Source: an optimization exercise on an open RTL-to-GDS flow (aim: a short achievable clock period and few clock cycles). Production flows keep margins and buffers that such runs may drop. Only simulation tests tie the RTL to the original design; equivalence was not proved. Power and IR drop assume default switching activity.

==> design.v <==
package mips_pkg;
  typedef logic [31:0] word_t;      
  typedef logic [4:0]  reg_addr_t;
  localparam logic [5:0] op_rtype = 6'b000000;
  localparam logic [5:0] op_lw    = 6'b100011;
  localparam logic [5:0] op_sw    = 6'b101011;
  localparam logic [5:0] op_beq   = 6'b000100;
  localparam logic [5:0] op_bne   = 6'b000101;
  localparam logic [5:0] op_addi  = 6'b001000;
  localparam logic [5:0] op_addiu = 6'b001001;
  localparam logic [5:0] fn_add  = 6'b100000;
  localparam logic [5:0] fn_addu = 6'b100001;
  localparam logic [5:0] fn_sub  = 6'b100010;
  localparam logic [5:0] fn_subu = 6'b100011;
  localparam logic [5:0] fn_and  = 6'b100100;
  localparam logic [5:0] fn_or   = 6'b100101;
  localparam logic [5:0] fn_slt  = 6'b101010;
  localparam word_t word_bytes = 32'd4;
  localparam int    reg_count  = 32;
  localparam word_t reset_pc   = 32'h0000_0000;
  typedef enum logic [2:0] {
    alu_and = 3'b000,
    alu_or  = 3'b001,
    alu_add = 3'b010,
    alu_sub = 3'b110,
    alu_slt = 3'b111
  } alu_op_t;
  typedef enum logic [1:0] {
    fwd_none = 2'b00,
    fwd_mem  = 2'b01,    
    fwd_wb   = 2'b10     
  } fwd_sel_t;
endpackage
`timescale 1ns/1ps
module hazard_unit
(
  input  logic [4:0] id_rs,
  input  logic [4:0] id_rt,
  input  logic [4:0] ex_rt,
  input  logic      ex_memtoreg,
  input  logic      ex_pcsrc,
  output logic      stall,
  output logic      flush
);
  assign stall = ex_memtoreg && (ex_rt == id_rs || ex_rt == id_rt);
  assign flush = ex_pcsrc;
endmodule
`timescale 1ns/1ps
module forward_unit
(
  input  logic [4:0] ex_rs,
  input  logic [4:0] ex_rt,
  input  logic [4:0] mem_dst,
  input  logic [4:0] wb_dst,
  input  logic      mem_regwrite,
  input  logic      wb_regwrite,
  output logic [1:0]  fwd_a,
  output logic [1:0]  fwd_b
);
  function automatic logic [1:0] pick_src(input logic [4:0] src,
                                        input logic [4:0] m_dst, input logic m_we,
                                        input logic [4:0] w_dst, input logic w_we);
    if (m_we && m_dst != '0 && m_dst == src)
      pick_src = mips_pkg::fwd_mem; 
    else if (w_we && w_dst != '0 && w_dst == src)
      pick_src = mips_pkg::fwd_wb;
    else
      pick_src = mips_pkg::fwd_none;
  endfunction
  assign fwd_a = pick_src(ex_rs, mem_dst, mem_regwrite, wb_dst, wb_regwrite);
  assign fwd_b = pick_src(ex_rt, mem_dst, mem_regwrite, wb_dst, wb_regwrite);
endmodule
`timescale 1ns/1ps
module instr_fetch
(
  input  logic  clk,
  input  logic  rst_n,
  input  logic  en,
  input  logic  pcsrc,
  input  logic [31:0] pcbranch,
  output logic [31:0] pc,
  output logic [31:0] pcplus4
);
  logic [31:0] pc_next;
  assign pcplus4 = pc + mips_pkg::word_bytes;
  assign pc_next = pcsrc ? pcbranch : pcplus4;
  always_ff @(posedge clk)
  begin
    if (!rst_n)
      pc <= mips_pkg::reset_pc;
    else if (en || pcsrc)    
      pc <= pc_next;
  end
endmodule
`timescale 1ns/1ps
module reg_file
(
  input  logic      clk,
  input  logic      we,
  input  logic [4:0] ra1,
  input  logic [4:0] ra2,
  input  logic [4:0] wa,
  input  logic [31:0]     wd,
  output logic [31:0]     rd1,
  output logic [31:0]     rd2
);
  logic [31:0] regs [mips_pkg::reg_count];
  always_ff @(posedge clk)
  begin
    if (we && wa != '0)
      regs[wa] <= wd;
  end
  assign rd1 = (ra1 == '0) ? '0 : (we && ra1 == wa) ? wd : regs[ra1];
  assign rd2 = (ra2 == '0) ? '0 : (we && ra2 == wa) ? wd : regs[ra2];
endmodule
`timescale 1ns/1ps
module instr_decode
(
  input  logic      clk,
  input  logic [31:0]     instr,
  input  logic      wb_regwrite,
  input  logic [4:0] wb_dst,
  input  logic [31:0]     wb_writedata,
  output logic      regwrite,
  output logic      memtoreg,
  output logic      memwrite,
  output logic      branch,
  output logic      branch_ne,
  output logic      alusrc,
  output logic      regdst,
  output logic [2:0]   alu_op,
  output logic [4:0] rs,
  output logic [4:0] rt,
  output logic [4:0] rd,
  output logic [31:0]     rd1,
  output logic [31:0]     rd2,
  output logic [31:0]     imm
);
  logic [5:0] opcode;
  logic [5:0] funct;
  assign opcode = instr[31:26];
  assign funct  = instr[5:0];
  assign rs     = instr[25:21];
  assign rt     = instr[20:16];
  assign rd     = instr[15:11];
  assign imm    = {{16{instr[15]}}, instr[15:0]};
  always_comb
  begin
    regwrite  = 1'b0;    
    memtoreg  = 1'b0;
    memwrite  = 1'b0;
    branch    = 1'b0;
    branch_ne = 1'b0;
    alusrc    = 1'b0;
    regdst    = 1'b0;
    alu_op    = mips_pkg::alu_and;
    case (opcode)
      mips_pkg::op_rtype:
      begin
        regdst   = 1'b1;
        regwrite = 1'b1;
        case (funct)
          mips_pkg::fn_add, mips_pkg::fn_addu: alu_op = mips_pkg::alu_add;
          mips_pkg::fn_sub, mips_pkg::fn_subu: alu_op = mips_pkg::alu_sub;
          mips_pkg::fn_and:          alu_op = mips_pkg::alu_and;
          mips_pkg::fn_or:           alu_op = mips_pkg::alu_or;
          mips_pkg::fn_slt:          alu_op = mips_pkg::alu_slt;
          default:
          begin
            regdst   = 1'b0;    
            regwrite = 1'b0;
          end
        endcase
      end
      mips_pkg::op_lw:
      begin
        regwrite = 1'b1;
        memtoreg = 1'b1;
        alusrc   = 1'b1;
        alu_op   = mips_pkg::alu_add;
      end
      mips_pkg::op_sw:
      begin
        memwrite = 1'b1;
        alusrc   = 1'b1;
        alu_op   = mips_pkg::alu_add;
      end
      mips_pkg::op_beq, mips_pkg::op_bne:
      begin
        branch    = 1'b1;
        branch_ne = (opcode == mips_pkg::op_bne);
        alu_op    = mips_pkg::alu_sub;    
      end
      mips_pkg::op_addi, mips_pkg::op_addiu:
      begin
        regwrite = 1'b1;
        alusrc   = 1'b1;
        alu_op   = mips_pkg::alu_add;
      end
      default: ;
    endcase
  end
  reg_file u_reg_file (
    .clk (clk),
    .we  (wb_regwrite),
    .ra1 (rs),
    .ra2 (rt),
    .wa  (wb_dst),
    .wd  (wb_writedata),
    .rd1 (rd1),
    .rd2 (rd2)
  );
endmodule
`timescale 1ns/1ps
module execute
(
  input  logic      alusrc,
  input  logic      regdst,
  input  logic      branch,
  input  logic      branch_ne,
  input  logic [2:0]   alu_op,
  input  logic [4:0] rt,
  input  logic [4:0] rd,
  input  logic [31:0]     rd1,
  input  logic [31:0]     rd2,
  input  logic [31:0]     imm,
  input  logic [31:0]     pcplus4,
  input  logic [31:0]     mem_aluout,
  input  logic [31:0]     wb_writedata,
  input  logic [1:0]  fwd_a,
  input  logic [1:0]  fwd_b,
  output logic [31:0]     aluout,
  output logic [31:0]     storedata,
  output logic [31:0]     pcbranch,
  output logic [4:0] dst,
  output logic      pcsrc
);
  logic [31:0] src_a;
  logic [31:0] src_b;
  logic  zero;
  always_comb
  begin
    case (fwd_a)
      mips_pkg::fwd_mem: src_a = mem_aluout;
      mips_pkg::fwd_wb:  src_a = wb_writedata;
      default: src_a = rd1;
    endcase
  end
  always_comb
  begin
    case (fwd_b)
      mips_pkg::fwd_mem: storedata = mem_aluout;
      mips_pkg::fwd_wb:  storedata = wb_writedata;
      default: storedata = rd2;
    endcase
  end
  assign src_b = alusrc ? imm : storedata;
  always_comb
  begin
    case (alu_op)
      mips_pkg::alu_and: aluout = src_a & src_b;
      mips_pkg::alu_or:  aluout = src_a | src_b;
      mips_pkg::alu_add: aluout = src_a + src_b;
      mips_pkg::alu_sub: aluout = src_a - src_b;
      mips_pkg::alu_slt: aluout = {31'b0, $signed(src_a) < $signed(src_b)};
      default: aluout = '0;
    endcase
  end
  assign zero = (aluout == '0);
  assign pcbranch = pcplus4 + {imm[29:0], 2'b00};
  assign pcsrc    = branch & (branch_ne ? ~zero : zero);
  assign dst      = regdst ? rd : rt;
endmodule
`timescale 1ns/1ps
module mips_pipe
(
  input  logic  clk,
  input  logic  rst_n,
  output logic [31:0] pc,
  input  logic [31:0] instr,
  output logic  memwrite,
  output logic [31:0] memaddr,
  output logic [31:0] memwritedata,
  input  logic [31:0] memreaddata
);
  logic      stall, flush;
  logic [1:0]  fwd_a, fwd_b;
  logic [31:0]     if_pcplus4;
  logic [31:0]     id_instr, id_pcplus4, id_rd1, id_rd2, id_imm;
  logic      id_regwrite, id_memtoreg, id_memwrite, id_branch, id_branch_ne;
  logic      id_alusrc, id_regdst;
  logic [2:0]   id_alu_op;
  logic [4:0] id_rs, id_rt, id_rd;
  logic      ex_regwrite, ex_memtoreg, ex_memwrite, ex_branch, ex_branch_ne;
  logic      ex_alusrc, ex_regdst, ex_pcsrc;
  logic [2:0]   ex_alu_op;
  logic [4:0] ex_rs, ex_rt, ex_rd, ex_dst;
  logic [31:0]     ex_rd1, ex_rd2, ex_imm, ex_pcplus4;
  logic [31:0]     ex_aluout, ex_storedata, ex_pcbranch;
  logic      mem_regwrite, mem_memtoreg;
  logic [4:0] mem_dst;
  logic [31:0]     mem_aluout, mem_storedata;
  logic      wb_regwrite, wb_memtoreg;
  logic [4:0] wb_dst;
  logic [31:0]     wb_readdata, wb_aluout, wb_writedata;
  hazard_unit u_hazard_unit (
    .id_rs       (id_rs),
    .id_rt       (id_rt),
    .ex_rt       (ex_rt),
    .ex_memtoreg (ex_memtoreg),
    .ex_pcsrc    (ex_pcsrc),
    .stall       (stall),
    .flush       (flush)
  );
  forward_unit u_forward_unit (
    .ex_rs        (ex_rs),
    .ex_rt        (ex_rt),
    .mem_dst      (mem_dst),
    .wb_dst       (wb_dst),
    .mem_regwrite (mem_regwrite),
    .wb_regwrite  (wb_regwrite),
    .fwd_a        (fwd_a),
    .fwd_b        (fwd_b)
  );
  instr_fetch u_instr_fetch (
    .clk      (clk),
    .rst_n    (rst_n),
    .en       (~stall),
    .pcsrc    (ex_pcsrc),
    .pcbranch (ex_pcbranch),
    .pc       (pc),
    .pcplus4  (if_pcplus4)
  );
  always_ff @(posedge clk)
  begin
    if (!rst_n || flush)
      id_instr <= '0;             
    else if (!stall)
      id_instr <= instr;
  end
  always_ff @(posedge clk)
  begin
    if (!stall)
      id_pcplus4 <= if_pcplus4;
  end
  instr_decode u_instr_decode (
    .clk          (clk),
    .instr        (id_instr),
    .wb_regwrite  (wb_regwrite),
    .wb_dst       (wb_dst),
    .wb_writedata (wb_writedata),
    .regwrite     (id_regwrite),
    .memtoreg     (id_memtoreg),
    .memwrite     (id_memwrite),
    .branch       (id_branch),
    .branch_ne    (id_branch_ne),
    .alusrc       (id_alusrc),
    .regdst       (id_regdst),
    .alu_op       (id_alu_op),
    .rs           (id_rs),
    .rt           (id_rt),
    .rd           (id_rd),
    .rd1          (id_rd1),
    .rd2          (id_rd2),
    .imm          (id_imm)
  );
  always_ff @(posedge clk)
  begin
    if (!rst_n || flush || stall)
    begin
      ex_regwrite  <= 1'b0;       
      ex_memtoreg  <= 1'b0;
      ex_memwrite  <= 1'b0;
      ex_branch    <= 1'b0;
      ex_branch_ne <= 1'b0;
    end
    else
    begin
      ex_regwrite  <= id_regwrite;
      ex_memtoreg  <= id_memtoreg;
      ex_memwrite  <= id_memwrite;
      ex_branch    <= id_branch;
      ex_branch_ne <= id_branch_ne;
    end
  end
  always_ff @(posedge clk)
  begin
    ex_alusrc  <= id_alusrc;
    ex_regdst  <= id_regdst;
    ex_alu_op  <= id_alu_op;
    ex_rs      <= id_rs;
    ex_rt      <= id_rt;
    ex_rd      <= id_rd;
    ex_rd1     <= id_rd1;
    ex_rd2     <= id_rd2;
    ex_imm     <= id_imm;
    ex_pcplus4 <= id_pcplus4;
  end
  execute u_execute (
    .alusrc       (ex_alusrc),
    .regdst       (ex_regdst),
    .branch       (ex_branch),
    .branch_ne    (ex_branch_ne),
    .alu_op       (ex_alu_op),
    .rt           (ex_rt),
    .rd           (ex_rd),
    .rd1          (ex_rd1),
    .rd2          (ex_rd2),
    .imm          (ex_imm),
    .pcplus4      (ex_pcplus4),
    .mem_aluout   (mem_aluout),
    .wb_writedata (wb_writedata),
    .fwd_a        (fwd_a),
    .fwd_b        (fwd_b),
    .aluout       (ex_aluout),
    .storedata    (ex_storedata),
    .pcbranch     (ex_pcbranch),
    .dst          (ex_dst),
    .pcsrc        (ex_pcsrc)
  );
  always_ff @(posedge clk)
  begin
    if (!rst_n)
    begin
      mem_regwrite <= 1'b0;
      mem_memtoreg <= 1'b0;
      memwrite     <= 1'b0;
    end
    else
    begin
      mem_regwrite <= ex_regwrite;
      mem_memtoreg <= ex_memtoreg;
      memwrite     <= ex_memwrite;
    end
  end
  always_ff @(posedge clk)
  begin
    mem_aluout    <= ex_aluout;
    mem_storedata <= ex_storedata;
    mem_dst       <= ex_dst;
  end
  assign memaddr      = mem_aluout;
  assign memwritedata = mem_storedata;
  always_ff @(posedge clk)
  begin
    if (!rst_n)
    begin
      wb_regwrite <= 1'b0;
      wb_memtoreg <= 1'b0;
    end
    else
    begin
      wb_regwrite <= mem_regwrite;
      wb_memtoreg <= mem_memtoreg;
    end
  end
  always_ff @(posedge clk)
  begin
    wb_readdata <= memreaddata;
    wb_aluout   <= mem_aluout;
    wb_dst      <= mem_dst;
  end
  assign wb_writedata = wb_memtoreg ? wb_readdata : wb_aluout;
endmodule
==> run.sh <==
#!/bin/bash
# synth_recipe.tcl (not shown) runs the flow's synth.tcl, then flattens the netlist and writes it again
# the make line also repeats each setting of config.mk as NAME=value (left out here)
make -C /OpenROAD-flow-scripts/flow DESIGN_CONFIG=/design/flow/config.mk WORK_HOME=/design/flow/orfs CLKGATE_MAP_FILE= SYNTH_SCRIPT=/design/flow/synth_recipe.tcl finish
==> config.mk <==
export PLATFORM = sky130hd
export DESIGN_NAME = mips_pipe
export DESIGN_NICKNAME = mips_pipe
export VERILOG_FILES = /design/flow/design.v
export SDC_FILE = /design/flow/constraint.sdc
export NUM_CORES = 4
export LEC_CHECK = 0
export CAP_MARGIN = 20
export CORE_MARGIN = 2
export CORE_UTILIZATION = 40
export SLEW_MARGIN = 20
==> constraint.sdc <==
create_clock -name core_clock -period 8.0 [get_ports {clk}]
set_input_delay 1.6000 -clock core_clock [delete_from_list [all_inputs] [get_ports {clk}]]
set_output_delay 1.6000 -clock core_clock [all_outputs]
set_load 0.01 [all_outputs]
==> qor.csv <==
metric;value;unit
Synth top area share;0.471;
Post-DP HPWL;132000;um
Detail Route Antenna Nets;0;
CP max FO;50;
GRT met2 Usage;0.388;
worst flop-to-flop path startpoint;wb_dst[3];
cell taking the most area after synthesis;edfxtp_1;
worst hold start;id_pcplus4[30];
CTS hold repair buffers;0;
GPL Wtd Cong;0.931;
ant diodes;0;
Slew Limit Fails;0;
hold path depth;0;
FF-to-FF setup slack;570;ps
count leader, synth;edfxtp_1;
die width;414;um
Hold Crit Class;reg2reg;
total CTS buffers;153;
maximum clock rate;0.135;GHz
Core Util, Final;0.460;
Core ar.;167000;um^2
P&R area growth vs syn;14.2;%
Synth Cell Area;67300;um^2
DRC;0;
Main synth FF type;edfxtp_1;
met3 GRT Util;0.0481;
unrepaired setup endpoints after global routing;false;
CP Data Arrival Time;8100;ps
Cells after Synth;4551;
#FFs+latches synth;1395;
# IOs;163;
Setup TNS Final;0;ps
Placed Cells;6735;
# fillers;14590;
Worst R2R Path Depth;21;
DRT iter0 DRCs;5736;
first-pass GRT wire length;305000;um
initial antenna violation count;9;
CP required;8670;ps
status;complete, no violations;
relative slew slack;0.230;
Most Used Layer, Global Route;met2;
Post-synth top cells;1,056 x edfxtp_1, 512 x mux4_2, 339 x dfxtp_1;
final hold vios;0;
GRT Total Usage;0.243;
layout cells sized above 1;0.211;
Tcrit/Tclk final;0.929;
CTS tree;yes;
Power Density;243;nW/um^2
CTS max path bufs;3;
crit path launch type;register;
Clock Skew;36.3;ps
PortBufs;162;
Synth Warn #;6;
met1 GRT Util;0.333;
post-route minimum period;7430;ps
Synth area leaders;edfxtp_1 47%, mux4_2 17%, dfxtp_1 10%;
largest net degree at the start of global routing;88;
RR Endpoint;u_instr_fetch.pc[6];
Leak;25.8;nW
router iterations before antenna repair;7;
Post-synth EDFFs;1056;
Yosys cell types;82;
number of H-tree levels;4;
max cap viols;0;
final wirelength;212000;um
clk sink count;1395;
root buffer cell;clkbuf_16;
Async SR Flop Fraction;0;
Max IR drop VDD;198;uV
Rows;150;
Pwr Total;18.7;mW
Crit Path Category;reg2reg;
sink of the worst hold path;ex_pcplus4[30];
vias post-DR;42905;
final setup fails;0;
vias in the first global route;42353;
Clock Latency Late Sink;800;ps
die height;414;um
Total Die Area;171000;um^2
register area share after synthesis;0.572;
Post CTS Setup Buffer Count;0;
post-cts resize count;0;
Starting Density;0.403;
clk slew on worst S/H paths;60;ps
vias per std cell;6.12;
synthesized area per cell;14.8;um^2
crit end category;register;
wire length per cell;30.2;um
Hold Slack;332;ps
Non-Filler Instances;7009;
total grt overflow;0;
Slew @ Worst Pin;1140;ps
final net count;4883;
==> power by group <==
group | internal [mW] | switching [mW]
combinational | 1.10 | 2.01
sequential | 8.36 | 0.241
clock | 4.04 | 2.94
==> through the flow <==
step / setup WS (ps) / instance area [um^2]
2_1_floorplan: 2210 / 67400
3_3_place_gp: 835 / 71800
3_5_place_dp: 671 / 71800
4_1_cts: 633 / 76700
5_1_grt: 210 / 76800
6_report: 570 / 76800
==> metal layers <==
metal	routed length, um	share of wire	up-vias
li1	-	-	18225
met1	86600	0.41	22251
met2	99200	0.47	2063
met3	18700	0.088	364
met4	7320	0.035	2
met5	13	0.000061	-
==> final cells by class <==
cell class,count,area (um^2),area share
Clock buffer,201,4260,0.0555
Inverter,148,556,0.00723
Timing Repair Buffer,273,2630,0.0342
Tap cell,2204,2760,0.0359
Sequential cell,1395,38500,0.502
Clock inverter,71,651,0.00847
Multi-Input combinational cell,2717,27400,0.357
==> sequential cells by signal, summed over array words and instances (netlist names), 3 cells and up <==
register,cells
u_instr_decode.u_reg_file.regs,1024
ex_pcplus4,32
ex_rd1,32
ex_rd2,32
id_instr,32
id_pcplus4,32
mem_aluout,32
mem_storedata,32
u_instr_fetch.pc,32
wb_aluout,32
wb_readdata,32
ex_imm,15
ex_rs,5
ex_rt,5
mem_dst,5
wb_dst,5
ex_alu_op,3
==> worst max-delay path by stage <==
stage / startpoint / endpoint / slack (ps) / cells after the start
CTS: wb_dst[3] / u_instr_fetch.pc[6] / 630 / 21
detailed placement: wb_dst[3] / u_instr_fetch.pc[6] / 670 / 21
floorplan: ex_rt[4] / u_instr_fetch.pc[30] / 2210 / 25
finish: wb_dst[3] / u_instr_fetch.pc[6] / 570 / 21
global placement: wb_dst[3] / u_instr_fetch.pc[6] / 840 / 23
global route: wb_dst[3] / u_instr_fetch.pc[7] / 210 / 22
==> cell families after synthesis <==
| logic type | Yosys count | share of synthesized area |
|---|---|---|
| other cells | 1 | 0.0000557 |
| flops | 1395 | 0.572 |
| fa+ha+maj | 129 | 0.0243 |
| simple gates | 801 | 0.0556 |
| compound gates | 715 | 0.0715 |
| xor+xnor | 141 | 0.0184 |
| buf+inv | 470 | 0.0272 |
| mux | 899 | 0.231 |
==> critical path, cell delays in order (launching register included) <==
cell,delay (ps)
dfxtp_1,460
or3_1,530
o31ai_1,610
nor4_2,160
buf_12,230
mux2i_1,180
o21ai_0,140
mux2_2,320
ha_1,540
nor2_1,190
a2111oi_1,710
nand3_1,250
o21ai_1,240
o21bai_1,170
a221oi_1,340
o21ai_0,120
a22o_1,250
nor4_1,670
nand4b_1,180
buf_4,210
mux2_4,420
mux2_1,330
==> placed cells by master (no fill, tap or decap), drive strengths merged, types with 11 or more instances in the layout <==
| cell type | netlist | layout |
|---|---|---|
| xor2 | 51 | 51 |
| edfxtp | 1056 | 1056 |
| a221o | 28 | 28 |
| mux2 | 87 | 87 |
| a211oi | 97 | 97 |
| mux4 | 512 | 512 |
| a21o | 29 | 29 |
| clkdlybuf4s50 | 0 | 161 |
| buf | 104 | 112 |
| o221ai | 16 | 16 |
| o31ai | 18 | 18 |
| clkinv | 0 | 52 |
| nand4 | 17 | 17 |
| nand2b | 41 | 41 |
| nor3 | 65 | 65 |
| nor4 | 23 | 23 |
| nor2 | 200 | 200 |
| nand2 | 273 | 273 |
| o21a | 40 | 40 |
| or4 | 11 | 11 |
| nor2b | 27 | 27 |
| xnor2 | 90 | 90 |
| mux2i | 300 | 300 |
| o22ai | 64 | 64 |
| a21oi | 116 | 116 |
| dfxtp | 339 | 339 |
| a221oi | 33 | 33 |
| clkbuf | 218 | 201 |
| or3 | 18 | 18 |
| nand3 | 63 | 63 |
| and2 | 15 | 15 |
| ha | 126 | 126 |
| o21ai | 163 | 163 |
| inv | 148 | 153 |
| conb | 1 | 32 |
| o211ai | 30 | 30 |
| and3 | 18 | 18 |
Testbench counts, summed over its fixed seeds: cycles 36,882.

separate check: timing with driven ports:
No port has a modelled driver above. Below, the same layout with a new extraction and two added sets of constraints.
Step 1 assumes that a clkbuf_16 drives the clock port and a buf_2 every other input.
Step 2 moves the port delays by t, midway between the first and last clock arrival at a register: inputs arrive t later, outputs are due t later. That takes back most of the time a late clock gives input paths.
Three values: ideal ports, drivers, drivers and shift; two values: the first two.
t (ns): 0.863
setup WS [ns]: 0.570 / 0.570 / 0.570
latest minus earliest clock arrival (ns): 0.039 / 0.038
cell pins on the clock port's net: 1
After both steps this run still meets setup and hold. The setup slack of this run moves by 0.000 ns with the drivers and by 0.000 ns with both steps.
